What follows belongs to an exercise in optimizing a design on an open flow for small area; a production flow would make more cautious choices.
At most, simulation tests tie the RTL to the original design; equivalence was not proved.
Power is estimated from default activity; no workload was simulated.

job 2371:
## snn_block_top
module snn_block_top #(
	parameter int BLOCK_ID = 0,
	parameter int NEURONS = snn_pkg::NUM_NEURONS,
	parameter int ROWS = snn_pkg::NUM_ROWS
) (
	input logic CLK,
	input logic RESET_N,
	input logic [16:0] CFG,			 
	input logic W_VALID,
	input logic [7:0] WEIGHT_IN,		 
	output logic W_REQUEST,
	output logic W_SET_DONE,
	input logic START,
	input logic EN,
	input logic [snn_pkg::DATA_W-1:0] DATA_IN,
	input logic REQUEST,
	output logic FRONT_DONE,
	output logic OUT_SPIKE,
	output logic OUT_SPIKE_VALID,
	output logic BACK_DONE
);
clock: 25.0 ns
lec_check: 0
cap_margin: 20
core_margin: 2
core_utilization: 70
cts_buf_list: sky130_fd_sc_hd__clkbuf_8
cts_cluster_diameter: 55
cts_cluster_size: 18
slew_margin: 20
standard.sh (not shown) runs the stock make flow with config.mk's settings and CLKGATE_MAP_FILE= SYNTH_SCRIPT=/design/flow/synth_recipe.tcl, a recipe that flattens the netlist after the stock synthesis.
==> flow/flow/run.sh <==
#!/bin/bash
# The standard layout (standard.sh) with changes that leave the registers
# as the standard synthesis makes them:
#  - after Yosys extracts full adders, fixfa.py picks each adder's polarity
#    (a full adder is self-dual) so fewer inverters sit around the adders;
#  - ABC maps the logic with an area-recovering script (abc_map.script, used in
#    place of ORFS's abc_speed.script);
#  - clock tree synthesis leaves out dummy loads and uses clkbuf_8 clusters.
# Every other ORFS script is used unchanged from a copy of $FLOW_HOME/scripts.
# standard.sh's output goes to standard.log; ORFS keeps each step's log under
# orfs/logs/.
set -euo pipefail
cd "$(dirname "$0")/.."
rm -rf scripts_local
cp -r "$FLOW_HOME/scripts" scripts_local
cp flow/abc_map.script scripts_local/abc_speed.script
cp flow/fixfa.py scripts_local/fixfa.py
python3 flow/patch_synth.py scripts_local/synth.tcl > patch.log 2>&1
export SCRIPTS_DIR="$PWD/scripts_local"
export CTS_ARGS="-sink_clustering_enable -repair_clock_nets -dont_use_dummy_load -buf_list sky130_fd_sc_hd__clkbuf_8 -sink_clustering_size 24 -sink_clustering_max_diameter 45"
bash standard.sh > standard.log 2>&1
Other scripts of this flow, unchanged in this note and not shown: flow/flow/abc_map.script, flow/flow/fixfa.py, flow/flow/patch_synth.py
[inputs] job 3191 vs job 2371
- changing CORE_UTILIZATION from 70 to 80
--- a/flow/flow/run.sh
+++ b/flow/flow/run.sh
@@ -7,0 +8 @@
+#  - ports are buffered with buf_1 cells;
@@ -20 +21,2 @@
-export CTS_ARGS="-sink_clustering_enable -repair_clock_nets -dont_use_dummy_load -buf_list sky130_fd_sc_hd__clkbuf_8 -sink_clustering_size 24 -sink_clustering_max_diameter 45"
+export BUFFER_PORTS_ARGS="-buffer_cell sky130_fd_sc_hd__buf_1"
+export CTS_ARGS="-sink_clustering_enable -repair_clock_nets -dont_use_dummy_load -buf_list sky130_fd_sc_hd__clkbuf_8 -sink_clustering_size 18 -sink_clustering_max_diameter 55"
Notes after the runs:
Job 2371 reached the end of the flow, and the finished layout is clean on the timing, DRC and antenna checks. No stage failed in job 3191, and the final checks on the layout all came back clean. Sequential power across job 2371 and job 3191: no real change. Going from job 2371 to job 3191, slack of the critical path now sits lower; sequential share of layout area increased 1.2 points; effective utilization at floorplan shows an increase of 10 points; cell row count went down 6. Proportion of layout cells with a drive suffix above 1 | job 3191 below job 2371. Taking job 2371 as the reference point, the worst hold margin of job 3191 rises by 44 ps. Compared with job 2371, job 3191 shows a power dissipated in combinational cells that is about 1% higher.
Here is what was changed in the inputs of job 4474 compared with job 3191.
- CORE_UTILIZATION changed from 80 to 70
Findings:
- Job 4474 against job 3191: share of final layout cell area taken by non-clock buffers held steady; number of antenna violations at the first check in global routing grew by 4; fraction of met1 tracks used by global routing shrank by 3.6 points.
Modified inputs, job 7862 compared to job 4474
--- a/flow/flow/run.sh
+++ b/flow/flow/run.sh
@@ -8 +7,0 @@
-#  - ports are buffered with buf_1 cells;
@@ -21 +19,0 @@
-export BUFFER_PORTS_ARGS="-buffer_cell sky130_fd_sc_hd__buf_1"
Findings:
Job 7862 completed every stage of the flow, and the final layout passed the timing, DRC and antenna checks. Against job 4474, worst slack on hold paths in job 7862 came out better. Origin of the worst setup path = i_neurons.sums[96]$_SDFF_PP0_: job 7862; origin of the worst setup path = i_neurons.sums[144]$_SDFF_PP0_: job 4474. First-pass GRT wire length: job 4474 vs job 7862 — no meaningful difference. Between job 7862 and job 4474, it is job 7862 whose combinational power is higher, by about 1%. Cell area | job 7862 vs job 4474 | job 7862 larger. In the flow results for job 7862 and job 4474, the worst path buffer plus inverter count is smaller on job 4474.
[inputs] job 5459 vs job 7862
- CORE_UTILIZATION now 80, was 70
--- a/flow/flow/run.sh
+++ b/flow/flow/run.sh
@@ -7,0 +8 @@
+#  - ports are buffered with buf_1 cells;
@@ -20 +21,2 @@
-export CTS_ARGS="-sink_clustering_enable -repair_clock_nets -dont_use_dummy_load -buf_list sky130_fd_sc_hd__clkbuf_8 -sink_clustering_size 18 -sink_clustering_max_diameter 55"
+export BUFFER_PORTS_ARGS="-buffer_cell sky130_fd_sc_hd__buf_1"
+export CTS_ARGS="-sink_clustering_enable -repair_clock_nets -dont_use_dummy_load -buf_list sky130_fd_sc_hd__clkbuf_8 -sink_clustering_size 20 -sink_clustering_max_diameter 50"
Results
Share of cells above drive strength 1 of job 7862 is on par with job 5459.
Compared with job 7862, in job 5459 first-pass GRT wire length moved up, routed wire length moved up, hold slack moved down, total power consumption of the routed design level.

the previous run:
snn_block_top, a different RTL version from the one above (not shown whole).
Size: ~4,700 cells after synthesis, ~52,000 um2 of cells after synthesis.
clock: 25.0 ns
lec_check: 0
cap_margin: 20
core_margin: 2
core_utilization: 40
slew_margin: 20
run.sh (not shown) runs the stock make flow with config.mk's settings and CLKGATE_MAP_FILE= SYNTH_SCRIPT=/design/flow/synth_recipe.tcl, a recipe that flattens the netlist after the stock synthesis.
Stock flow here: none of the scripts above is used.
In summary, the previous run completed successfully, with a layout that passed the timing, DRC and antenna checks.
[inputs] the current run vs the previous run
diff --git a/flow/config.mk b/flow/config.mk
--- a/flow/config.mk
+++ b/flow/config.mk
@@ -7,0 +8 @@
+export ABC_AREA = 1
@@ -10,0 +12 @@
+export CTS_BUF_LIST = sky130_fd_sc_hd__clkbuf_4
Notes after the runs:
Going from the previous run to the current run, worst reg2reg path depth down 11, sequential area share after synthesis down 2.8 points. Final design area excluding fillers: higher on the current run. In the tables for the previous run and the current run, total power reads higher with the previous run. The average footprint of a synthesized cell of the current run is lower than that of the previous run.

snn_block_top with an RTL version that a note above also has.
Size: ~3100 cells after synthesis, roughly 1300 flip-flops, about 45 I/O pins, about 44000 µm² of cells after synthesis.
Settings: LEC_CHECK=0, CAP_MARGIN=20, CORE_MARGIN=2, CORE_UTILIZATION=80, CTS_BUF_LIST=sky130_fd_sc_hd__clkbuf_8, CTS_CLUSTER_DIAMETER=55, CTS_CLUSTER_SIZE=18, SLEW_MARGIN=20; clock period 25.0 ns.
standard.sh (not shown) runs the stock make flow with config.mk's settings and CLKGATE_MAP_FILE= SYNTH_SCRIPT=/design/flow/synth_recipe.tcl, a recipe that flattens the netlist after the stock synthesis.
==> flow/flow/run.sh <==
#!/bin/bash
# The standard layout (standard.sh) with changes that leave the registers
# as the standard synthesis makes them:
#  - after Yosys extracts full adders, fixfa.py picks each adder's polarity
#    (a full adder is self-dual) so fewer inverters sit around the adders;
#  - ABC maps the logic with an area-recovering script (abc_map.script, used in
#    place of ORFS's abc_speed.script);
#  - ports are buffered with buf_1 cells;
#  - clock tree synthesis leaves out dummy loads and uses clkbuf_4 clusters.
# Every other ORFS script is used unchanged from a copy of $FLOW_HOME/scripts.
# standard.sh's output goes to standard.log; ORFS keeps each step's log under
# orfs/logs/.
set -euo pipefail
cd "$(dirname "$0")/.."
rm -rf scripts_local
cp -r "$FLOW_HOME/scripts" scripts_local
cp flow/abc_map.script scripts_local/abc_speed.script
cp flow/fixfa.py scripts_local/fixfa.py
python3 flow/patch_synth.py scripts_local/synth.tcl > patch.log 2>&1
export SCRIPTS_DIR="$PWD/scripts_local"
export BUFFER_PORTS_ARGS="-buffer_cell sky130_fd_sc_hd__buf_1"
export CTS_ARGS="-sink_clustering_enable -repair_clock_nets -dont_use_dummy_load -buf_list sky130_fd_sc_hd__clkbuf_4 -sink_clustering_size 10 -sink_clustering_max_diameter 40"
bash standard.sh > standard.log 2>&1
Other scripts of this flow, unchanged in this note and not shown: flow/flow/abc_map.script, flow/flow/fixfa.py, flow/flow/patch_synth.py
==> next run, changes <==
--- a/flow/flow/run.sh
+++ b/flow/flow/run.sh
@@ -8,3 +8,3 @@
 #  - ports are buffered with buf_1 cells;
-#  - clock tree synthesis leaves out dummy loads and uses clkbuf_4 clusters.
+#  - clock tree synthesis leaves out dummy loads and uses clkbuf_8 clusters.
 # Every other ORFS script is used unchanged from a copy of $FLOW_HOME/scripts.
@@ -21,3 +21,3 @@
 export BUFFER_PORTS_ARGS="-buffer_cell sky130_fd_sc_hd__buf_1"
-export CTS_ARGS="-sink_clustering_enable -repair_clock_nets -dont_use_dummy_load -buf_list sky130_fd_sc_hd__clkbuf_4 -sink_clustering_size 10 -sink_clustering_max_diameter 40"
+export CTS_ARGS="-sink_clustering_enable -repair_clock_nets -dont_use_dummy_load -buf_list sky130_fd_sc_hd__clkbuf_8 -sink_clustering_size 18 -sink_clustering_max_diameter 55"
 bash standard.sh > standard.log 2>&1
--- a/flow/config.mk
+++ b/flow/config.mk
@@ -7,3 +7,3 @@
 export LEC_CHECK = 0
-export CAP_MARGIN = 20
+export CAP_MARGIN = 5
 export CORE_MARGIN = 2
@@ -13,2 +13,2 @@
 export CTS_CLUSTER_SIZE = 18
-export SLEW_MARGIN = 20
+export SLEW_MARGIN = 5
Effect: The new run produced a clean layout. Critical path depth went down by 2. Register-to-register slack gets better by 40 ps. Power stays flat. Design area stays flat.

Another version of the RTL of snn_block_top (not shown whole).
Size in the first run: ~3500 cells after synthesis, ~1300 flip-flops, ~0.047 sq mm of cells after synthesis.
clock: 25.0 ns
lec_check: 0
cap_margin: 20
core_margin: 2
core_utilization: 60
cts_buf_list: sky130_fd_sc_hd__clkbuf_16
cts_cluster_diameter: 60
cts_cluster_size: 30
slew_margin: 20
run.sh (not shown) runs the stock make flow with config.mk's settings and CLKGATE_MAP_FILE= SYNTH_SCRIPT=/design/flow/synth_recipe.tcl, a recipe that flattens the netlist after the stock synthesis.
Stock flow here: none of the scripts above is used.
==> next run, changes <==
- CTS_BUF_LIST: sky130_fd_sc_hd__clkbuf_16 -> sky130_fd_sc_hd__clkbuf_8
- CTS_CLUSTER_DIAMETER: 60 -> 50
- CTS_CLUSTER_SIZE: 30 -> 16
What happened:
- The new run completed with no timing, DRC or antenna violations
- combinational power is about the same
- utilization barely changes
- register-to-register slack barely changes
- final area hardly moves
- cell count increases by 1.6%
- hold slack barely changes
- power decreases by 0.76%
==> next run, changes <==
- CTS_CLUSTER_DIAMETER: 50 -> 60
- CTS_CLUSTER_SIZE: 16 -> 20
Die area stays the same.
Clock-buffer cell count went down by 32.
Cell area went down by 1.6%.
Core utilization went down by 1.1 points.
Sequential share of layout area went up by 0.89 points.
==> next run, changes <==
- CORE_UTILIZATION: 60 -> 40
- CTS_CLUSTER_DIAMETER: 60 -> unset
- CTS_CLUSTER_SIZE: 20 -> unset
=> Register-to-register slack gains 0.19 ns. Setup slack improved by 0.056 ns. Cell area rises by 6.1%. Routed wire length falls by 1.7%. Clock-buffer cell count climbs by 152. Worst hold slack gets worse by 0.017 ns. Final cell count rises by 15%. Via count barely changes.
No functional check of the RTL was part of any run of this note.

Another version of the RTL of snn_block_top (not shown whole).
For scale: ~3600 cells after synthesis, about 1300 flip-flops, about 45 I/O pins, roughly 47000 um^2 of cells after synthesis.
clock: 25.0 ns
lec_check: 0
cap_margin: 20
core_margin: 2
core_utilization: 70
cts_buf_list: sky130_fd_sc_hd__clkbuf_8
cts_cluster_diameter: 55
cts_cluster_size: 18
slew_margin: 20
standard.sh (not shown) runs the stock make flow with config.mk's settings and CLKGATE_MAP_FILE= SYNTH_SCRIPT=/design/flow/synth_recipe.tcl, a recipe that flattens the netlist after the stock synthesis.
==> flow/flow/run.sh <==
#!/bin/bash
# The standard layout, with clock tree synthesis run without dummy loads.
set -euo pipefail
export CTS_ARGS="-sink_clustering_enable -repair_clock_nets -dont_use_dummy_load -buf_list sky130_fd_sc_hd__clkbuf_8 -sink_clustering_size 18 -sink_clustering_max_diameter 55"
bash standard.sh > standard.log 2>&1
Edit:
==> flow/flow/run.sh (replaced) <==
#!/bin/bash
# The standard layout (standard.sh) with two changes that leave the
# registers as the standard synthesis makes them:
#  - ABC maps the logic with an area-recovering script (abc_map.script, used in
#    place of ORFS's abc_speed.script; every other ORFS script is unchanged);
#  - clock tree synthesis leaves out dummy loads and uses clkbuf_8 clusters.
# standard.sh's output goes to standard.log; ORFS keeps each step's log under
# orfs/logs/.
set -euo pipefail
cd "$(dirname "$0")/.."
rm -rf scripts_local
cp -r "$FLOW_HOME/scripts" scripts_local
cp flow/abc_map.script scripts_local/abc_speed.script
export SCRIPTS_DIR="$PWD/scripts_local"
export CTS_ARGS="-sink_clustering_enable -repair_clock_nets -dont_use_dummy_load -buf_list sky130_fd_sc_hd__clkbuf_8 -sink_clustering_size 18 -sink_clustering_max_diameter 55"
bash standard.sh > standard.log 2>&1
==> flow/flow/abc_map.script (new file) <==
&get -n
&st
&syn2
&dch -f
&nf -R 1000 -p -F 10 -A 6 -C 32
&put
=>
- The new run went through all stages and came out clean
- setup slack degrades by 110 ps
- area after synthesis decreases by about 3.3%
- final cell count decreases by about 3.2%
- sequential power increases by about 4%
- via count decreases by 1.5%
- fmax decreases by 1.4%
- clock skew decreases by 23 ps
- cell area decreases by about 1.9%
Edit:
==> flow/run.sh (new file) <==
#!/bin/bash
# synth_recipe.tcl (not shown) runs the flow's synth.tcl, then flattens the netlist and writes it again
# the make line also repeats each setting of config.mk as NAME=value (left out here)
make -C /OpenROAD-flow-scripts/flow DESIGN_CONFIG=/design/flow/config.mk WORK_HOME=/design/flow/orfs CLKGATE_MAP_FILE= SYNTH_SCRIPT=/design/flow/synth_recipe.tcl finish
removed: flow/flow/run.sh
removed: flow/flow/abc_map.script
removed: flow/standard.sh
Global-route usage increases by 0.51 points.
Power increases slightly.
Clock-buffer cell count increases by 13.

[static timing again, ports no longer ideal]
The results above use ideal ports. As a check the final layouts listed here were re-extracted and re-timed, cells and wires unchanged. Step 1: set_driving_cell puts a clkbuf_16 on CLK and a buf_2 on each other input, an assumption about the parent block. Step 2 adds t to the input delays and takes it off the output delays; t is the mean of the earliest and latest rising clock arrival at the registers after step 1. Input paths then give back, and output paths get back, about the clock's delay inside the block. Slacks: no drivers / after step 1 / after step 2; pairs: no drivers / after step 1.
| run | shift t [ns] | setup WS [ns] | worst register clock-pin slew, ns | worst data-port slew with drivers (ns) |
|---|---|---|---|---|
| job 2371 | 0.822 | 16.789 / 16.789 / 16.789 | 0.12 / 0.12 | 0.06 |
| job 3191 | 0.760 | 16.750 / 16.750 / 16.750 | 0.11 / 0.11 | 0.08 |
| job 4474 | 0.775 | 16.687 / 16.687 / 16.687 | 0.11 / 0.11 | 0.07 |
| job 7862 | 0.760 | 16.715 / 16.715 / 16.715 | 0.11 / 0.11 | 0.06 |
| job 5459 | 0.772 | 16.678 / 16.678 / 16.678 | 0.12 / 0.12 | 0.09 |
| the previous run | 0.845 | 17.486 / 17.406 / 17.827 | 0.07 / 0.07 | 0.07 |
| the current run | 1.320 | 16.780 / 16.710 / 17.684 | 0.08 / 0.08 | 0.11 |
| the first run of note 3 | 1.070 | 16.691 / 16.691 / 16.691 | 0.11 / 0.11 | 0.08 |
| the second run of note 3 | 0.776 | 16.731 / 16.731 / 16.731 | 0.11 / 0.11 | 0.08 |
| the first run of note 4 | 0.722 | 17.002 / 17.002 / 17.002 | 0.11 / 0.11 | 0.07 |
| the second run of note 4 | 0.834 | 17.007 / 17.007 / 17.007 | 0.11 / 0.11 | 0.07 |
| the third run of note 4 | 0.811 | 16.987 / 16.987 / 16.987 | 0.12 / 0.12 | 0.07 |
| the fourth run of note 4 | 0.919 | 17.043 / 16.978 / 17.176 | 0.07 / 0.07 | 0.04 |
| the first run of note 5 | 0.762 | 17.039 / 17.039 / 17.039 | 0.11 / 0.11 | 0.07 |
| the second run of note 5 | 0.769 | 16.926 / 16.926 / 16.926 | 0.11 / 0.11 | 0.04 |
| the third run of note 5 | 0.786 | 16.947 / 16.947 / 16.947 | 0.12 / 0.12 | 0.06 |
After both steps every run listed still meets setup and hold.
